From an optimization exercise on the open Yosys and OpenROAD flow, aimed at small area, a short achievable clock period and few clock cycles per item; shortcuts taken in it are not production practice. Only simulation tests tie the RTL to the original design; equivalence was not proved. Power and IR drop assume default switching activity.

## flow/design.v (module list and top-level ports; edited modules follow where they fit)
// module sagd_clamp: 28 lines
// module sagd_fa: 10 lines
// module sagd_ha: 9 lines
// module sagd_booth_enc: 34 lines
// module sagd_scale_mul: 405 lines
// module sagd_square: 112 lines
// module sagd_sqsum: 188 lines
// module sagd_spread: 229 lines
// module sagd_gesture: 48 lines
// module sensor_activity_gesture_detector: 316 lines
module sensor_activity_gesture_detector (
   input  wire logic              clock,
   input  wire logic              reset,
   input  wire logic              req_valid,
   output logic                   req_ready,
   input  wire logic [31:0]       req_sample_time,
   input  wire logic [15:0]       req_raw_sample,
   output logic                   rsp_valid,
   input  wire logic              rsp_ready,
   output logic [15:0]            rsp_level,
   output logic                   rsp_active,
   output logic [1:0]             rsp_gesture_code,
   output logic [15:0]            rsp_window_min,
   output logic [15:0]            rsp_window_max,
   input  wire logic              csr_psel,
   input  wire logic              csr_penable,
   input  wire logic              csr_pwrite,
   input  wire logic [sagd_pkg::ADDR_W-1:0] csr_paddr,
   input  wire logic [63:0]       csr_pwdata,
   output logic [63:0]            csr_prdata,
   output logic                   csr_pready
);
  // ...
==> flow/run.sh <==
#!/bin/bash
# synth_recipe.tcl (not shown) runs the flow's synth.tcl, then flattens the netlist and writes it again
# the make line also repeats each setting of config.mk as NAME=value (left out here)
make -C /OpenROAD-flow-scripts/flow DESIGN_CONFIG=/design/flow/config.mk WORK_HOME=/design/flow/orfs CLKGATE_MAP_FILE= SYNTH_SCRIPT=/design/flow/synth_recipe.tcl finish
==> flow/config.mk <==
export PLATFORM = sky130hd
export DESIGN_NAME = sensor_activity_gesture_detector
export DESIGN_NICKNAME = sensor_activity_gesture_detector
export VERILOG_FILES = /design/flow/design.v
export SDC_FILE = /design/flow/constraint.sdc
export NUM_CORES = 4
export LEC_CHECK = 0
export CAP_MARGIN = 30
export CORE_MARGIN = 2
export CORE_UTILIZATION = 40
export SETUP_SLACK_MARGIN = 5
export SLEW_MARGIN = 20
export SYNTH_HIERARCHICAL = 1
==> flow/constraint.sdc <==
create_clock -name core_clock -period 10.0 [get_ports {clock}]
set_input_delay 2.0000 -clock core_clock [delete_from_list [all_inputs] [get_ports {clock}]]
set_output_delay 2.0000 -clock core_clock [all_outputs]
set_load 0.01 [all_outputs]
==> flow_metrics.tcl, run 1 <==
set metrics [dict create \
    inverters 468 \
    clock_area_share_pct 4.244 \
    area_delta_synth_final_pct 20.82 \
    internal_power_w 0.01529 \
    yosysTopAreaCellShare_pct 19.58 \
    postCtsHoldBufs 0 \
    synth-edff-count 439 \
    r2r_setup_slack_ns 4.55 \
    synthArstFlopShare_pct 0 \
    dominant-cell-class "multi-input combinational cells" \
    path_buf_inv 2 \
    multi_input_area_share_pct 54.48 \
    synth_most_common_cell "nand2_1" \
    synth_xor_area_share_pct 6.426 \
    status "complete, no violations" \
    vias 51031 \
    period_share_pct 54.52 \
    coreArea_sq_um 167200 \
    die_w_um 414.3 \
    grt.met1_usage_pct 30.80 \
    postLayoutCoreUtil_pct 48.64 \
    synth_top_family_by_area "adder cells" \
    nFlopsAndLatches 897 \
    n_fill_cell 15026 \
    routed_wl_um 202100 \
    holdPathStages 0 \
    worstHoldEndpoint "win_ff[6][11]" \
    pg_clk_w 0.00389 \
    ys.flop_type "dfxtp_1" \
    critical_path_depth 19 \
    die_h_um 414.3 \
    clk_latency_ns 0.74 \
]
Testbench counts, summed over its fixed seeds: cycles 10,192, items 9,600.
==> run 2: changes to the inputs <==
--- a/flow/config.mk
+++ b/flow/config.mk
@@ -10,3 +10,3 @@
 export CORE_UTILIZATION = 40
-export SETUP_SLACK_MARGIN = 5
+export SETUP_SLACK_MARGIN = 4
 export SLEW_MARGIN = 20
==> run 2 against run 1 <==
  * Non-clock buffer count is 313 lower
  * Die area stayed put
  * Area after synthesis stayed put
  * Global-route usage is 1.6 points lower
  * Total power is 21% lower
  * Via count is 4.6% lower
  * Synthesized cell count stayed put
  * Core utilization is 4.0 points lower
  * Largest power group unchanged
==> flow_metrics.tcl, run 2 <==
set metrics [dict create \
    status "complete, no violations" \
    max_freq_mhz 168.5 \
    setup_ws_ns 4.066 \
    required_ns 10.43 \
    port_buffers 176 \
    ir_drop_v 0.0004901 \
    firstDrtPassIters 6 \
    grt_usage_pct 21.18 \
    power.density_nw_per_um2 287.2 \
    cts-root-buf "clkbuf_16" \
    finalCriticalPeriod_ns 5.934 \
    p_total_w 0.02144 \
    cp-start-kind "flip-flop" \
    cts_buffers 92 \
    yosys_warnings 10 \
    n_fill_cell 15673 \
    largest_register_ffs 256 \
    yosys.area.top_type "edfxtp_1" \
    avgSynthCellArea_sq_um 10.19 \
    die_h_um 414.3 \
    setup_tns_ns 0 \
    internal_power_w 0.01173 \
    rr_worst_depth 14 \
    largest-register "win_ff" \
    path_clk_slew_ns 0.06 \
    combPwrFrac_pct 62.8 \
    ys.flop_type "dfxtp_1" \
    place_congestion 0.8845 \
    drt-wirelength-per-cell_um 20.99 \
    hold_start "now0_ff[14]" \
    coreArea_sq_um 167200 \
    synth-edff-count 439 \
    period_share_pct 59.34 \
    synthTopCellsByCount "nand2_1, fa_1, ha_1, a21oi_1, inv_1" \
    drt_iter0_drc 3855 \
    reg_top3 "win_ff x256, sqsum_ff x36" \
    finClkSkew_ns 0.04119 \
    start_util_pct 40.26 \
    holdPathStages 0 \
    avgViaCountPerCell 5.496 \
    clkPwrFrac_pct 17.1 \
    nets 7796 \
    netlist_area_sq_um 67330 \
    antenna_left 0 \
    seq_power_share_pct 20.1 \
    seq_area_sq_um 22410 \
    cts_sinks 897 \
    die_w_um 414.3 \
    ys_seq_area_share_pct 33.20 \
    regToRegStartpoint "two0_ff[3]" \
    tritoncts "yes" \
    synthArstFlopShare_pct 0 \
    timing.critical_path.arrival_ns 6.36 \
    clk_latency_ns 0.74 \
    yosysTopAreaCellShare_pct 19.58 \
    die_area_sq_um 171600 \
    setup_violations 0 \
    worstSetupPathType "flip-flop to flip-flop" \
    p_leak_nw 29.10 \
    drc 0 \
    worst_pin_slew_ns 1.022 \
    row_count 150 \
    post-place-ws_ns 1.913 \
    r2r_setup_slack_ns 4.07 \
    multiInputGateArea_sq_um 41410 \
    final_common_cell "nand2_1" \
    r2r-end "cur1_ff[1]" \
    hold_class "flip-flop to flip-flop" \
    dp_hpwl_um 136200 \
    worstHoldEndpoint "now1_ff[14]" \
    vias 48671 \
    postCtsHoldBufs 0 \
    area_delta_synth_final_pct 10.84 \
    grt_pass1_wl_um 286800 \
    relSlewSlack_pct 31.85 \
    layout-drive-gt1-share_pct 7.596 \
    grt_overflow 0 \
    cts_buffer_depth 3 \
    htree_levels 3 \
    switching_power_w 0.009701 \
    final-max-slew-violation-count 0 \
    final_cell_mix "nand2_1, fa_1, ha_1" \
    hold_viol 0 \
    grt_max_degree 177 \
    grt_pass1_vias 48414 \
    routed_wl_um 185900 \
    synth_most_common_cell "nand2_1" \
    synth.area.top_cells "edfxtp_1, fa_1, dfxtp_1" \
    maxCapViolCount 0 \
    switching_share_pct 45.26 \
    yosysUniqueCellTypes 111 \
    rsz0062_at_grt "yes" \
    cp-end-kind "flip-flop" \
    postLayoutCoreUtil_pct 44.63 \
    antenna_found_initial 4 \
    io-pin-count 243 \
    synth_seq_cells 897 \
    crit_fanout 16 \
    synth_cells 6609 \
]
-- run 2: cell counts after synthesis --
No cell type changed its count.
-- run 2: critical path, cell delays in order, from the launching register on --
cell and delay (ns):
edfxtp_1 0.90, a22oi_1 0.21, xnor2_1 0.30, fa_1 0.46
fa_1 0.47, fa_1 0.56, fa_1 0.43, ha_1 0.35
nand4_1 0.26, nor3_1 0.46, and3_1 0.28, a211oi_4 0.10
or3_4 0.41, nand4_4 0.25, a21oi_1 0.20
-- run 2: routing by layer --
layer  wire length [um]  GRT usage [%]  part of all wire [%]
met5                 13              0                0.0070
met4               5687          6.699                   3.1
met1              82640          29.41                    44
met3              11290          2.884                   6.1
met2              86240          34.23                    46
-- run 2: through the flow --
stage               instance area (sq um)  hold WS, ns  instances
global placement                    70380       0.4001       8607
CTS                                 74000       0.3881       8806
floorplan                           67460       0.3877       6641
detailed placement                  70540       0.4045       8618
global route                        74620       0.4165       8853
finish                              74630       0.4022       8855
-- run 2: what timing repair did --
action / CTS / global route
setup endpoints to repair: 162 / 165
gates cloned: 2 / 0
setup buffers: 14 / 40
resized for setup: 40 / 27
pin swaps: 6 / 4
-- run 2: how the worst max path moves through the flow --
stage | start | endpoint | cells past startpoint | slack [ns]
3_3_place_gp | sum_ff[18] | high_t_ff[13] | 18 | 1.97
3_5_place_dp | sum_ff[4] | high_t_ff[16] | 18 | 1.91
2_1_floorplan | rsp_ready | win_ff[0][0] | 7 | 4.00
4_1_cts | h_ff[24] | cur1_ff[2] | 16 | 4.00
5_1_grt | cur1_ff[7] | sqsum_ff[29] | 15 | 3.91
6_report | two0_ff[3] | cur1_ff[1] | 14 | 4.07
-- run 2: power by group through the flow --
stage | Sequential [W] | Clock (W) | Combinational, W
after CTS | 0.00436 | 0.00375 | 0.0132
after floorplan | 0.00420 | 0 | 0.0101
after global routing | 0.00433 | 0.00389 | 0.0149
final | 0.00431 | 0.00366 | 0.0135
after global placement | 0.00445 | 0 | 0.0128
after detailed placement | 0.00445 | 0 | 0.0130
-- run 2: cell type report --
class | instances | area share [%]
multi-input combinational | 4807 | 55.49
sequential | 897 | 30.03
timing repair buffer | 304 | 4.086
tap | 2204 | 3.695
clock buffer | 126 | 3.397
inverter | 468 | 2.369
clock inverter | 46 | 0.9205
antenna | 3 | 0.01006
-- run 2: cell families (layout without fill, tap and decap cells) --
logic type / count (synthesis) / count (layout) / synth area share [%]
fa+ha+maj: 1101 / 1101 / 27.21
simple gates: 1665 / 1667 / 11.82
flops: 897 / 897 / 33.20
mux: 114 / 114 / 1.849
buf+inv: 939 / 944 / 5.694
xor+xnor: 494 / 494 / 6.426
other cells: 5 / 40 / 0.02788
compound gates: 1394 / 1394 / 13.78
-- run 2: per-module statistics from Yosys, one instance, submodules excluded --
module / area, sq um / flip-flops and latches
sagd_sqsum: 2978 / 0
sagd_gesture: 4262 / 0
sagd_spread: 1650 / 0
sagd_booth_enc: 305.3 / 0
sagd_scale_mul: 7694 / 0
sagd_clamp: 2266 / 0
sensor_activity_gesture_detector: 32770 / 897
sagd_ha: 12.51 / 0
sagd_fa: 20.02 / 0
sagd_square: 2311 / 0
==> run 3: changes to the inputs <==
--- a/flow/config.mk
+++ b/flow/config.mk
@@ -7,2 +7,3 @@
 export LEC_CHECK = 0
+export ABC_AREA = 1
 export CAP_MARGIN = 30
@@ -10,3 +11,3 @@
 export CORE_UTILIZATION = 40
-export SETUP_SLACK_MARGIN = 4
+export SETUP_SLACK_MARGIN = 4.5
 export SLEW_MARGIN = 20
==> run 3 against run 2 <==
  * Still clean
  * Hold slack got worse by 0.052 ns
  * Sequential power about the same
  * Critical path depth increased by 10
  * Combinational power increased by about 50%
  * Sequential share of layout area decreased by 2.0 points
  * Synthesized cell count increased by 28%
  * Core utilization increased by 0.72 points
  * Highest routed layer unchanged
==> flow_metrics.tcl, run 3 <==
set metrics [dict create \
    status "complete, no violations" \
    path_clk_slew_ns 0.06 \
    yosysUniqueCellTypes 63 \
    r2r-end "until_ff[0]" \
    setup.worst_path.start "sum_ff[5]" \
    worst_pin_slew_ns 0.9801 \
    synthTopCellsByCount "nand2_1, inv_1, nor2_1, fa_1, ha_1" \
    clkPwrFrac_pct 14.2 \
    cts_buffers 98 \
    die_h_um 424.9 \
    antenna_found_initial 14 \
    area_delta_synth_final_pct 12.69 \
    combPwrFrac_pct 70.8 \
    worstSetupPathType "flip-flop to flip-flop" \
    synth_cells 8464 \
    synth_compound_gate_area_share_pct 9.618 \
    ys.flop_type "dfxtp_1" \
    cts_sinks 897 \
    reg_top3 "win_ff x256, sqsum_ff x36" \
    antenna_left 0 \
    grt_usage_pct 23.40 \
    seq_power_share_pct 15.1 \
    cts_buffer_depth 3 \
    avgSynthCellArea_sq_um 8.374 \
    rsz0062_at_grt "yes" \
    r2r_setup_slack_ns 4.56 \
    clk_latency_ns 0.78 \
    nets 9753 \
    ys_seq_area_share_pct 31.54 \
    drt_iter0_drc 4432 \
    critical_path_depth 24 \
    vias 56612 \
    synth.area.top_cells "edfxtp_1, fa_1, dfxtp_1" \
    relSlewSlack_pct 34.66 \
    place_congestion 0.9649 \
    largest_register_ffs 256 \
    cts-root-buf "clkbuf_16" \
    dp_hpwl_um 164700 \
    setup_violations 0 \
    n_fill_cell 17157 \
    grt_overflow 0 \
    synth.area.mux_share_pct 0.02825 \
    synthAdderAreaFrac_pct 25.84 \
    routed_wl_um 215200 \
    postCtsHoldBufs 0 \
    netlist_area_sq_um 70880 \
    synthArstFlopShare_pct 0 \
    synth-edff-count 439 \
    setup_tns_ns 0 \
    finClkSkew_ns 0.09662 \
    grt_pass1_wl_um 328400 \
    dpl.cell_count 10689 \
    yosys_warnings 10 \
    cp_slowest_cell "fa_2" \
    final-max-slew-violation-count 0 \
    cp-end-kind "flip-flop" \
    instances_no_fill 10959 \
    maxCapViolCount 0 \
    firstDrtPassIters 5 \
    row_count 154 \
    synth_seq_cells 897 \
    synth_top_family_by_area "adder cells" \
    start_util_pct 40.24 \
    timing.critical_path.cells "nand2_2, fa_2, fa_2, fa_2, fa_1, fa_1, ha_4, nand2_1, nor2_1, nand2_1, nor2_4, nand3_2, nand2_2, nor2_2, nand2_4, inv_2, or2_4, nor2_4, inv_4, nor2_4, clkinvlp_4, clkbuf_16, nor2_4, nor2_1" \
    rr_worst_depth 24 \
    multiInputGateArea_sq_um 42650 \
    grt_pass1_vias 55923 \
    hold_class "flip-flop to flip-flop" \
    avgViaCountPerCell 5.166 \
    port_buffers 176 \
    grt_max_degree 138 \
    critPathMostFrequentCell "nor2_4" \
    switching_power_w 0.01464 \
    hold_viol 0 \
    routed.top_layer "met5" \
    critical-path-max-stage-delay_ns 0.54 \
    finalCriticalPeriod_ns 5.443 \
    wl_met1_um 91480 \
    switching_share_pct 51.07 \
    cp-start-kind "flip-flop" \
    regToRegStartpoint "sum_ff[5]" \
    drc 0 \
    final_common_cell "nand2_1" \
    period_share_pct 54.43 \
    crit_fanout 6 \
    internal_power_w 0.01403 \
    synth_xor_area_share_pct 5.425 \
    final_cell_mix "nand2_1, inv_1, nor2_1" \
    required_ns 10.62 \
    synth_most_common_cell "nand2_1" \
    path_buf_inv 4 \
    power.density_nw_per_um2 358.9 \
    die_area_sq_um 180600 \
    wl_met2_um 100200 \
    htree_levels 3 \
    io-pin-count 243 \
    layout-drive-gt1-share_pct 7.478 \
    wl_met3_um 13750 \
    die_w_um 424.9 \
    yosysTopAreaCellShare_pct 18.60 \
    yosys.area.top_type "edfxtp_1" \
    cp_top_family "adder cells" \
    ir_drop_v 0.0005399 \
    timing.critical_path.arrival_ns 6.06 \
    postLayoutCoreUtil_pct 45.35 \
    coreArea_sq_um 176100 \
    drt-wirelength-per-cell_um 19.64 \
    max_freq_mhz 183.7 \
    largest-register "win_ff" \
    p_leak_nw 37.57 \
    hold_start "scale_ff[0]" \
    tritoncts "yes" \
    worstSetupEndpoint "until_ff[0]" \
    seq_area_sq_um 22410 \
    synthSimpleGateAreaFrac_pct 18.14 \
]
## run 3: changes by cell type in the layout (fill, tap and decap cells not counted), sizes merged, moves of 323 or more
cell / before / now
nand2: 871 / 1940
inv: 470 / 1272
nor2: 113 / 735
xnor2: 407 / 30
a22oi: 324 / 0
o21ai: 149 / 472
## run 3: timing repair
item                                    CTS  global route
resized for setup                        72           210
endpoints found under the hold margin     0             0
buffers inserted                         25            35
pin swaps                                 1            37
cloned                                    1             6
endpoints found under the setup margin  199           207
## run 3: stage by stage
| stage | total power [W] | setup WS, ns | instance area, sq um | hold slack [ns] |
|---|---|---|---|---|
| after global routing | 0.03142 | 4.352 | 79870 | 0.3571 |
| after global placement | 0.02338 | 2.269 | 74270 | 0.3397 |
| final | 0.02867 | 4.557 | 79870 | 0.3499 |
| after CTS | 0.02769 | 4.361 | 78440 | 0.3514 |
| after floorplan | 0.01802 | 4.551 | 71010 | 0.3308 |
| after detailed placement | 0.02342 | 2.964 | 74400 | 0.3395 |
## run 3: worst min path at each step
stage / slack [ns] / depth (start not counted) / end
finish: 0.35 / 0 / h_ff[0]
global route: 0.36 / 0 / h_ff[0]
CTS: 0.35 / 0 / h_ff[0]
detailed placement: 0.34 / 0 / h_ff[0]
global placement: 0.34 / 0 / h_ff[0]
floorplan: 0.33 / 0 / h_ff[0]
## run 3: metal layers
metal	global-route usage, %	vias up
met5	0	-
met4	10.25	2
met3	3.248	419
met2	38.23	1905
met1	30.92	27234
li1	-	27052
## run 3: final cells by class
type / count / area share [%]
tap: 2340 / 3.666
sequential: 897 / 28.06
inverter: 1311 / 6.415
clock buffer: 128 / 3.428
multi-input combinational: 5921 / 53.40
timing repair inverter: 2 / 0.01880
antenna: 7 / 0.02193
timing repair buffer: 296 / 3.816
clock inverter: 57 / 1.180
## run 3: cell families (layout without fill, tap and decap cells)
logic type / after synthesis / count (layout)
simple gates: 3121 / 3122
buf+inv: 1679 / 1794
compound gates: 1220 / 1220
fa+ha+maj: 1101 / 1101
flops: 897 / 897
xor+xnor: 439 / 439
other cells: 5 / 44
mux: 2 / 2
## run 3: power by group through the flow
stage / clock (W) / combinational (W) / sequential [W]
2_1_floorplan: 0 / 0.0138 / 0.00425
3_3_place_gp: 0 / 0.0189 / 0.00445
3_5_place_dp: 0 / 0.0190 / 0.00444
4_1_cts: 0.00415 / 0.0192 / 0.00434
5_1_grt: 0.00429 / 0.0228 / 0.00434
6_report: 0.00406 / 0.0203 / 0.00432
## run 3: Yosys stat by module, one instance, submodules excluded
| module | times used | flip-flops and latches | area [sq um] |
|---|---|---|---|
| sagd_spread | 1 | 0 | 1788 |
| sagd_ha | 89 | 0 | 12.51 |
| sagd_clamp | 1 | 0 | 2786 |
| sagd_fa | 583 | 0 | 20.02 |
| sagd_gesture | 1 | 0 | 4648 |
| sagd_scale_mul | 1 | 0 | 8119 |
| sensor_activity_gesture_detector | 1 | 897 | 33410 |
| sagd_booth_enc | 2 | 0 | 311.5 |
| sagd_square | 1 | 0 | 3134 |
| sagd_sqsum | 1 | 0 | 3578 |
==> run 4: changes to the inputs <==
--- a/flow/config.mk
+++ b/flow/config.mk
@@ -7,3 +7,2 @@
 export LEC_CHECK = 0
-export ABC_AREA = 1
 export CAP_MARGIN = 30
==> run 4 against run 3 <==
  * Critical path depth is 4 lower
  * Global-route usage decreased by 1.9 points
  * Highest routed layer unchanged
  * Sequential share of layout area increased by 1.0 points
  * Still clean on timing, DRC and antenna
  * Total power decreased by 17%
  * Worst setup slack improved by 0.035 ns
==> flow_metrics.tcl, run 4 <==
set metrics [dict create \
    status "complete, no violations" \
    drt_iter0_drc 4213 \
    crit_fanout 32 \
    cts-root-buf "clkbuf_16" \
    grt_overflow 0 \
    start_util_pct 40.26 \
    power.density_nw_per_um2 306.9 \
    vias 49698 \
    synth_cells 6609 \
    multiInputGateArea_sq_um 42360 \
    io-pin-count 243 \
    drt-wirelength-per-cell_um 21.29 \
    place_congestion 0.8737 \
    path_clk_slew_ns 0.06 \
    die_area_sq_um 171600 \
    synth-edff-count 439 \
    yosys.area.top_type "edfxtp_1" \
    timing.critical_path.cells "buf_4, buf_4, nand2_1, fa_1, fa_1, fa_1, fa_1, ha_1, nand4_1, nor4_4, o31ai_2, and3_4, o21ai_4, nand3_4, nor2_4, buf_12, nand2_8, buf_12, nand2_1, a21oi_1" \
    yosysTopAreaCellShare_pct 19.58 \
    antenna_left 0 \
    relSlewSlack_pct 29.15 \
    cts_buffer_depth 3 \
    reg_top3 "win_ff x256, sqsum_ff x36" \
    timing.critical_path.arrival_ns 6.00 \
    ys.flop_type "dfxtp_1" \
    synth_most_common_cell "nand2_1" \
    yosys_warnings 10 \
    cp-end-kind "flip-flop" \
    area_delta_synth_final_pct 14.76 \
    final_common_cell "nand2_1" \
    synth_compound_gate_area_share_pct 13.78 \
    largest_register_ffs 256 \
    netlist_area_sq_um 67330 \
    finalCriticalPeriod_ns 5.408 \
    cts_buffers 93 \
    final_cell_mix "nand2_1, fa_1, ha_1" \
    grt_max_degree 111 \
    setup_violations 0 \
    synthSimpleGateAreaFrac_pct 11.82 \
    hold_viol 0 \
    synth_top_family_by_area "adder cells" \
    period_share_pct 54.08 \
    grt_pass1_vias 49516 \
    row_count 150 \
    grt_usage_pct 21.49 \
    n_fill_cell 15418 \
    layout-drive-gt1-share_pct 11.69 \
    synthAdderAreaFrac_pct 27.21 \
    synth_xor_area_share_pct 6.426 \
    postLayoutCoreUtil_pct 46.21 \
    worst_pin_slew_ns 1.063 \
    nets 7920 \
    cp_slowest_cell "fa_1" \
    routed_wl_um 191200 \
    yosysUniqueCellTypes 111 \
    critPathMostFrequentCell "fa_1" \
    final-max-slew-violation-count 0 \
    required_ns 10.59 \
    coreArea_sq_um 167200 \
    worstSetupPathType "flip-flop to flip-flop" \
    setup_tns_ns 0 \
    die_w_um 414.3 \
    hold_class "flip-flop to flip-flop" \
    cp-start-kind "flip-flop" \
    antenna_cells 0 \
    avgViaCountPerCell 5.535 \
    postCtsHoldBufs 0 \
    port_buffers 176 \
    clk_latency_ns 0.74 \
    die_h_um 414.3 \
    synthTopCellsByCount "nand2_1, fa_1, ha_1, a21oi_1, inv_1" \
    tritoncts "yes" \
    seq_area_sq_um 22470 \
    critical-path-max-stage-delay_ns 0.56 \
    dp_hpwl_um 135900 \
    grt_pass1_wl_um 290900 \
    synthArstFlopShare_pct 0 \
    maxCapViolCount 0 \
    drc 0 \
    ir_drop_v 0.0005996 \
    finClkSkew_ns 0.03412 \
    largest-register "win_ff" \
    max_freq_mhz 184.9 \
    firstDrtPassIters 6 \
    antenna_found_initial 5 \
    htree_levels 3 \
    synth.area.top_cells "edfxtp_1, fa_1, dfxtp_1" \
    p_leak_nw 30.09 \
    avgSynthCellArea_sq_um 10.19 \
    synth_seq_cells 897 \
    cts_sinks 897 \
    synth.area.mux_share_pct 1.849 \
    rsz0062_at_grt "yes" \
    ys_seq_area_share_pct 33.20 \
]
## run 4: cell types whose count changed after synthesis, sizes merged, moves of 83 or more
cell,change
a21o,+98
a21oi,+124
a22oi,+324
and2,+252
clkbuf,+112
inv,-806
mux2,+83
nand2,-1069
nand3,-164
nor2,-621
o21ai,-323
o22ai,-258
xnor2,+377
xor2,-322
## run 4: cell families (layout without fill, tap and decap cells)
| kind of cell | after synthesis | after routing |
|---|---|---|
| adders and majority gates | 1101 | 1101 |
| and+or+nand+nor | 1665 | 1673 |
| other | 5 | 37 |
| DFF | 897 | 897 |
| xor gates and xnor gates | 494 | 494 |
| buffers and inverters | 939 | 1065 |
| AOI/OAI and AO/OA | 1394 | 1394 |
| muxes | 114 | 114 |
## run 4: routing by layer
layer	global-route usage, %	vias to the layer above	share of wire [%]
li1	-	22783	-
met4	6.345	4	3.0
met1	29.63	24893	44
met2	35.12	1694	47
met5	0	-	0.013
met3	2.995	324	6.1
## run 4: final timing paths
path	startpoint	to	slack, ns	depth (start not counted)
worst max register to register	sum_ff[4]	high_t_ff[20]	4.59	20
worst min-delay path	win_ff[9][3]	win_ff[10][3]	0.41	0
worst min register to register	win_ff[9][3]	win_ff[10][3]	0.41	0
worst max-delay path	sum_ff[4]	high_t_ff[20]	4.59	20
## run 4: report_power, final
group          leakage (nW)  total (W)  switching (W)  internal [W]
logic                  20.4     0.0158        0.00883       0.00696
clock network          1.62    0.00370        0.00162       0.00208
registers              8.03    0.00422       0.000197       0.00403
total                  30.1     0.0237         0.0106        0.0131
## run 4: cell type report
type | instances | share of cell area [%]
sequential | 897 | 29.09
clock inverter | 61 | 1.015
multi-input combinational | 4813 | 54.82
clock buffer | 115 | 3.235
tap | 2204 | 3.569
timing repair buffer | 421 | 5.979
inverter | 468 | 2.291
## run 4: what timing repair did
item,4_1_cts,5_1_grt
gates resized for setup,102,198
gates cloned,5,15
pin swaps,11,60
buffers inserted,125,41
setup endpoints to repair,224,206
## run 4: critical path: cells and delay by family, from the launching register on
family | cells | cell delay (ns)
DFF | 1 | 0.36
adders and majority gates | 5 | 2.31
buffers and inverters | 4 | 0.62
and+or+nand+nor | 8 | 1.51
AOI/OAI and AO/OA | 3 | 0.44
## run 4: per-module statistics from Yosys, one instance, submodules excluded, excerpt
module,flops+latches,cells
sagd_booth_enc,0,42
sagd_sqsum,0,465
sensor_activity_gesture_detector,897,2744
sagd_scale_mul,0,1066
sagd_square,0,333
sagd_spread,0,316
sagd_gesture,0,588
sagd_fa,0,1
## run 4: per-stage QoR
step           hold slack [ns]  cells  power [W]  instance area [sq um]  setup WS [ns]
2_1_floorplan           0.3877   6641    0.01429                  67480          4.531
3_3_place_gp            0.4003   8607    0.01723                  70380          2.644
3_5_place_dp            0.4045   8614    0.01741                  70510          2.463
4_1_cts                 0.4062   8920    0.02169                  75470          4.492
5_1_grt                 0.4125   8979    0.02548                  77270          4.423
6_report                0.4111   8979    0.02371                  77270          4.592

re-timing with driven ports:
Ports are ideal in the flow. The routed layouts listed here were re-timed in OpenROAD.
Step 1 sets driving cells, clkbuf_16 on the clock port and buf_2 on the other inputs (assumed; they add their load-dependent delay and slew).
Step 2, shift: input delay + t, output delay - t, t = (earliest + latest rising clock arrival at the registers) / 2. This alone moves slack from input paths to output paths.
Slacks: ideal / step 1 / step 2; pairs: ideal / step 1.
run	t, ns	setup WS [ns]	pins driven straight from the clock port
run 1	0.802	4.548 / 4.548 / 4.288	1
run 2	0.790	4.066 / 4.066 / 3.629	1
run 3	0.802	4.557 / 4.557 / 4.108	1
run 4	0.805	4.592 / 4.592 / 3.964	1
After both steps setup and hold are still met in every run listed. For run 4, which loses most, drivers alone change the setup slack by 0.000 ns; drivers and shift together by -0.628 ns.
